Background: an optimization exercise with open tools, aiming at small area, a short achievable clock period and few clock cycles. Do not read the settings as production practice. At most, simulation tests tie the RTL to the original design; equivalence was not proved.

== trial 90 ==
==> module smme_step, before the edit <==
module smme_step #(
    parameter int ARCH = 2
) (
    input  logic [31:0] i_r,
    input  logic        i_b,
    input  logic [31:0] i_y,
    input  logic [31:0] i_m,
    output logic [31:0] o_r
);
    logic [33:0] w_s;
    logic [34:0] w_d1, w_d2;
    logic        w_c0, w_c1, w_c2;
    smme_add #(34, ARCH) u_s (
        .i_a({1'b0, i_r, i_b}), .i_b({2'b00, i_y}), .i_c(1'b0),
        .o_s(w_s), .o_co(w_c0));
    smme_add #(35, ARCH) u_d1 (
        .i_a({1'b0, w_s}), .i_b(~{3'b000, i_m}), .i_c(1'b1),
        .o_s(w_d1), .o_co(w_c1));
    smme_add #(35, ARCH) u_d2 (
        .i_a({1'b0, w_s}), .i_b(~{2'b00, i_m, 1'b0}), .i_c(1'b1),
        .o_s(w_d2), .o_co(w_c2));
    assign o_r = !w_d2[34] ? w_d2[31:0] : (!w_d1[34] ? w_d1[31:0] : w_s[31:0]);
endmodule
==> module square_multiply_modexp_trace, before the edit <==
module square_multiply_modexp_trace #(
    parameter int unsigned EXP_WIDTH = 32,
    parameter int unsigned MOD_WIDTH = 32
) (
    input  logic         i_clk,
    input  logic         i_rst_n,
    input  logic         s_axis_tvalid,
    output logic         s_axis_tready,
    input  logic [95:0]  s_axis_tdata,
    output logic         m_axis_tvalid,
    input  logic         m_axis_tready,
    output logic [71:0]  m_axis_tdata,
    output logic         m_axis_tuser,
    output logic         m_axis_tlast
);
    logic q_idle, q_red, q_sqr, q_mul;
    logic [31:0] r_m;      
    logic [32:0] r_e;      
    logic        r_ez;     
    logic [31:0] r_b;      
    logic [31:0] r_acc;    
    logic [31:0] r_sq;     
    logic [4:0]  r_cnt;    
    logic        r_first;  
    logic        r_bz0;    
    logic [4:0]  r_row;
    logic        r_valid, r_bit, r_last, r_user;
    logic        r_sr, r_ar, r_ya, r_ys, r_bi;
    logic        r_srcb;   
    logic [31:0] w_r, w_y, w_res;
    assign w_r = ({32{r_sr}} & r_sq) | ({32{r_ar}} & r_acc);
    assign w_y = ({32{r_ya}} & r_acc) | ({32{r_ys}} & r_sq);
    smme_step u_step (
        .i_r(w_r), .i_b(r_bi), .i_y(w_y), .i_m(r_m),
        .o_r(w_res)
    );
    logic [31:0] w_src;
    logic [4:0]  w_lead, w_next;
    logic        w_last, w_xn, w_mskip, w_jump;
    assign w_mskip = q_sqr && r_srcb;
    assign w_src = r_srcb ? r_b : r_acc;           
    always_comb begin
        w_lead = 5'd0;
        for (int k = 1; k < 32; k++)
            if (w_src[k]) w_lead = 5'(k);
    end
    assign w_last = r_first ? (w_src[31:1] == 31'd0 || (q_red && r_bz0))
                            : (r_cnt == 5'd0);
    assign w_jump = w_mskip && w_lead != 5'd0;
    assign w_next = (r_first || w_mskip ? w_lead : r_cnt) - 5'd1;
    assign w_xn   = w_src[w_next];
    logic w_op, w_hold, w_run, w_end, w_empty, w_tomul, w_emit, w_done, w_gosq, w_skip;
    logic w_ebit, w_elast;
    assign w_ebit  = r_e[32];                      
    assign w_elast = (r_e[31:0] == 32'h8000_0000);   
    assign w_op    = q_red | q_sqr | q_mul;
    assign w_hold  = r_valid && !m_axis_tready;    
    assign w_run   = w_op && !w_hold && !(q_red && w_last && !w_ebit && !r_ez);
    assign w_end   = w_run && w_last;
    assign w_empty = q_red && r_ez;                
    assign w_tomul = q_sqr && w_ebit;
    assign w_emit  = w_end && !w_tomul;            
    assign w_done  = w_emit && (w_empty || w_elast);   
    assign w_gosq  = w_emit && !w_done;
    assign w_skip  = q_red && !w_ebit && !r_ez;
    always_ff @(posedge i_clk) begin
        if (q_idle) begin
            r_m   <= s_axis_tdata[95:64];
            r_e   <= {s_axis_tdata[63:32], 1'b1};
            r_ez  <= (s_axis_tdata[63:32] == 32'd0);
            r_b   <= s_axis_tdata[31:0];
            r_bz0 <= (s_axis_tdata[31:0] == 32'd0) || (s_axis_tdata[63:32] == 32'd0);
            r_first <= 1'b1;
            r_srcb <= 1'b1;
            r_sr <= 1'b0;
            r_ar <= 1'b0;
            r_ya <= 1'b0;
            r_ys <= 1'b0;
            r_bi <= (s_axis_tdata[31:0] != 32'd0) && (s_axis_tdata[63:32] != 32'd0);
        end else begin
            if (w_skip || w_gosq) r_e <= {r_e[31:0], 1'b0};
            if (q_sqr && r_first && r_row == 5'd0) r_b <= r_acc;
            if (w_run) begin
                r_first <= w_end && !w_jump;
                r_cnt   <= w_next;
                if (w_end)
                    r_srcb <= w_tomul;
                else
                    r_srcb <= !q_sqr || (w_next == 5'd0 && w_ebit);
                if (w_jump) begin
                    r_sr <= 1'b0;
                    r_ar <= 1'b1;
                    r_ya <= 1'b0;
                    r_ys <= w_xn;
                    r_bi <= 1'b0;
                end else if (w_end) begin
                    r_sr <= 1'b0;
                    r_ar <= 1'b0;
                    r_ya <= w_gosq;
                    r_ys <= w_tomul;
                    r_bi <= 1'b0;
                end else begin
                    r_sr <= q_sqr;
                    r_ar <= !q_sqr;
                    r_ya <= w_xn && q_sqr;
                    r_ys <= w_xn && q_mul;
                    r_bi <= w_xn && q_red;
                end
            end
        end
        if (w_run) begin
            if (q_sqr) begin
                r_sq <= w_res;
                if (w_end) r_acc <= w_res;
            end else begin
                r_acc <= w_res;
            end
        end
        if (w_emit) begin
            r_bit  <= !w_empty && (q_red || q_mul);
            r_row  <= q_red ? 5'd0 : r_row + 5'd1;
            r_last <= w_done;
            r_user <= w_empty;
        end
        if (!i_rst_n) begin
            q_idle  <= 1'b1;
            q_red   <= 1'b0;
            q_sqr   <= 1'b0;
            q_mul   <= 1'b0;
            r_valid <= 1'b0;
        end else begin
            r_valid <= w_emit || w_hold;
            if (q_idle && s_axis_tvalid) begin
                q_idle <= 1'b0;
                q_red  <= 1'b1;
            end
            if (w_end) begin
                q_red  <= 1'b0;
                q_sqr  <= w_gosq;
                q_mul  <= w_tomul;
                q_idle <= w_done;
            end
        end
    end
    assign s_axis_tready = q_idle;
    assign m_axis_tvalid = r_valid;
    assign m_axis_tdata  = {2'b00, r_row, r_acc,
                            (r_row == 5'd0) ? {31'd0, !r_user} : r_sq, r_bit};
    assign m_axis_tuser  = r_user;
    assign m_axis_tlast  = r_last;
endmodule
clock: 11.0 ns
lec_check: 0
cap_margin: 20
core_margin: 2
core_utilization: 40
setup_slack_margin: 5
slew_margin: 20
standard.sh (not shown) runs the stock make flow with config.mk's settings and CLKGATE_MAP_FILE= SYNTH_SCRIPT=/design/flow/synth_recipe.tcl, a recipe that flattens the netlist after the stock synthesis.
==> flow/flow/run.sh <==
#!/bin/bash
# Layout flow: the standard layout (standard.sh, ORFS from synthesis to
# finish, unchanged synthesis), except that every input and output port gets
# a sky130_fd_sc_hd__buf_1 as its port buffer instead of the default cell that
# buffer_ports picks. The full output goes to standard.log in the work folder;
# ORFS keeps each step's own log under orfs/logs.
set -euo pipefail
bash standard.sh "BUFFER_PORTS_ARGS=-buffer_cell sky130_fd_sc_hd__buf_1" finish > standard.log 2>&1
Testbench counts of trial 90, summed over its fixed seeds: cycles 105,102.
[inputs] trial 78 vs trial 90
--- a/flow/design.v
+++ b/flow/design.v
@@ -14,23 +14,24 @@
 ) (
     input  logic [31:0] i_r,
     input  logic        i_b,
     input  logic [31:0] i_y,
     input  logic [31:0] i_m,
+    input  logic        i_mz,
     output logic [31:0] o_r
 );
     logic [33:0] w_s;
     logic [34:0] w_d1, w_d2;
     logic        w_c0, w_c1, w_c2;
     smme_add #(34, ARCH) u_s (
         .i_a({1'b0, i_r, i_b}), .i_b({2'b00, i_y}), .i_c(1'b0),
         .o_s(w_s), .o_co(w_c0));
     smme_add #(35, ARCH) u_d1 (
-        .i_a({1'b0, w_s}), .i_b(~{3'b000, i_m}), .i_c(1'b1),
+        .i_a({1'b0, w_s}), .i_b(~{2'b00, i_mz, i_m}), .i_c(1'b1),
         .o_s(w_d1), .o_co(w_c1));
     smme_add #(35, ARCH) u_d2 (
-        .i_a({1'b0, w_s}), .i_b(~{2'b00, i_m, 1'b0}), .i_c(1'b1),
+        .i_a({1'b0, w_s}), .i_b(~{1'b0, i_mz, i_m, 1'b0}), .i_c(1'b1),
         .o_s(w_d2), .o_co(w_c2));
     assign o_r = !w_d2[34] ? w_d2[31:0] : (!w_d1[34] ? w_d1[31:0] : w_s[31:0]);
 endmodule
 module smme_add #(
     parameter int W = 32,
@@ -99,10 +100,11 @@
     output logic         m_axis_tuser,
     output logic         m_axis_tlast
 );
     logic q_idle, q_red, q_sqr, q_mul;
     logic [31:0] r_m;      
+    logic        r_mz;     
     logic [32:0] r_e;      
     logic        r_ez;     
     logic [31:0] r_b;      
     logic [31:0] r_acc;    
     logic [31:0] r_sq;     
@@ -115,11 +117,11 @@
     logic        r_srcb;   
     logic [31:0] w_r, w_y, w_res;
     assign w_r = ({32{r_sr}} & r_sq) | ({32{r_ar}} & r_acc);
     assign w_y = ({32{r_ya}} & r_acc) | ({32{r_ys}} & r_sq);
     smme_step u_step (
-        .i_r(w_r), .i_b(r_bi), .i_y(w_y), .i_m(r_m),
+        .i_r(w_r), .i_b(r_bi), .i_y(w_y), .i_m(r_m), .i_mz(r_mz),
         .o_r(w_res)
     );
     logic [31:0] w_src;
     logic [4:0]  w_lead, w_next;
     logic        w_last, w_xn, w_mskip, w_jump;
@@ -150,10 +152,11 @@
     assign w_gosq  = w_emit && !w_done;
     assign w_skip  = q_red && !w_ebit && !r_ez;
     always_ff @(posedge i_clk) begin
         if (q_idle) begin
             r_m   <= s_axis_tdata[95:64];
+            r_mz  <= (s_axis_tdata[95:64] == 32'd0);
             r_e   <= {s_axis_tdata[63:32], 1'b1};
             r_ez  <= (s_axis_tdata[63:32] == 32'd0);
             r_b   <= s_axis_tdata[31:0];
             r_bz0 <= (s_axis_tdata[31:0] == 32'd0) || (s_axis_tdata[63:32] == 32'd0);
             r_first <= 1'b1;
Results
Having completed the whole flow, trial 78 delivered a layout that passed the timing, design-rule and antenna checks. | final worst slack | higher: trial 78 |. Compare trial 90 and trial 78 | number of placed instances with taps included higher: trial 78. CTS sink count | trial 78 above trial 90. Trial 78 vs. trial 90: peak supply drop went down by about 2.3%. As far as final number of max-transition violations goes, trial 90 and trial 78 are indistinguishable; the numbers are identical. On final cell count, the higher figure sits with trial 78, not trial 90. The non-clock buffer count of trial 78 is lower than that of trial 90. Multiplexer share of the synthesized area (lower): trial 90. In terms of sequential share of layout area, trial 90 and trial 78 differ only marginally. Die area in trial 78 vs trial 90: up 0.93%.
Only the layout flow was run in trial 78; the RTL was not checked for function there.

## static timing again, ports no longer ideal
In the flow no input, the clock included, has a driving cell. The finished layouts below were timed again as built, in two steps. Step 1 (the two cells are an assumption about what drives the block):
set clk [get_ports {i_clk}]
set_driving_cell -lib_cell sky130_fd_sc_hd__clkbuf_16 $clk
set_driving_cell -lib_cell sky130_fd_sc_hd__buf_2 [delete_from_list [all_inputs] $clk]
Step 2 also shifts input and output timing later by t, the mid clock arrival at the registers, as if the neighbouring blocks saw the same clock. Three values: ideal, step 1, step 2; two values: the first two.
run | t (ns) | setup WS [ns] | clock arrival spread, ns | pins driven straight from the clock port
trial 90 | 0.516 | 5.166 / 5.166 / 5.166 | 0.013 / 0.012 | 1
trial 78 | 0.504 | 5.230 / 5.230 / 5.230 | 0.016 / 0.016 | 1
After both steps every run listed still meets setup and hold.
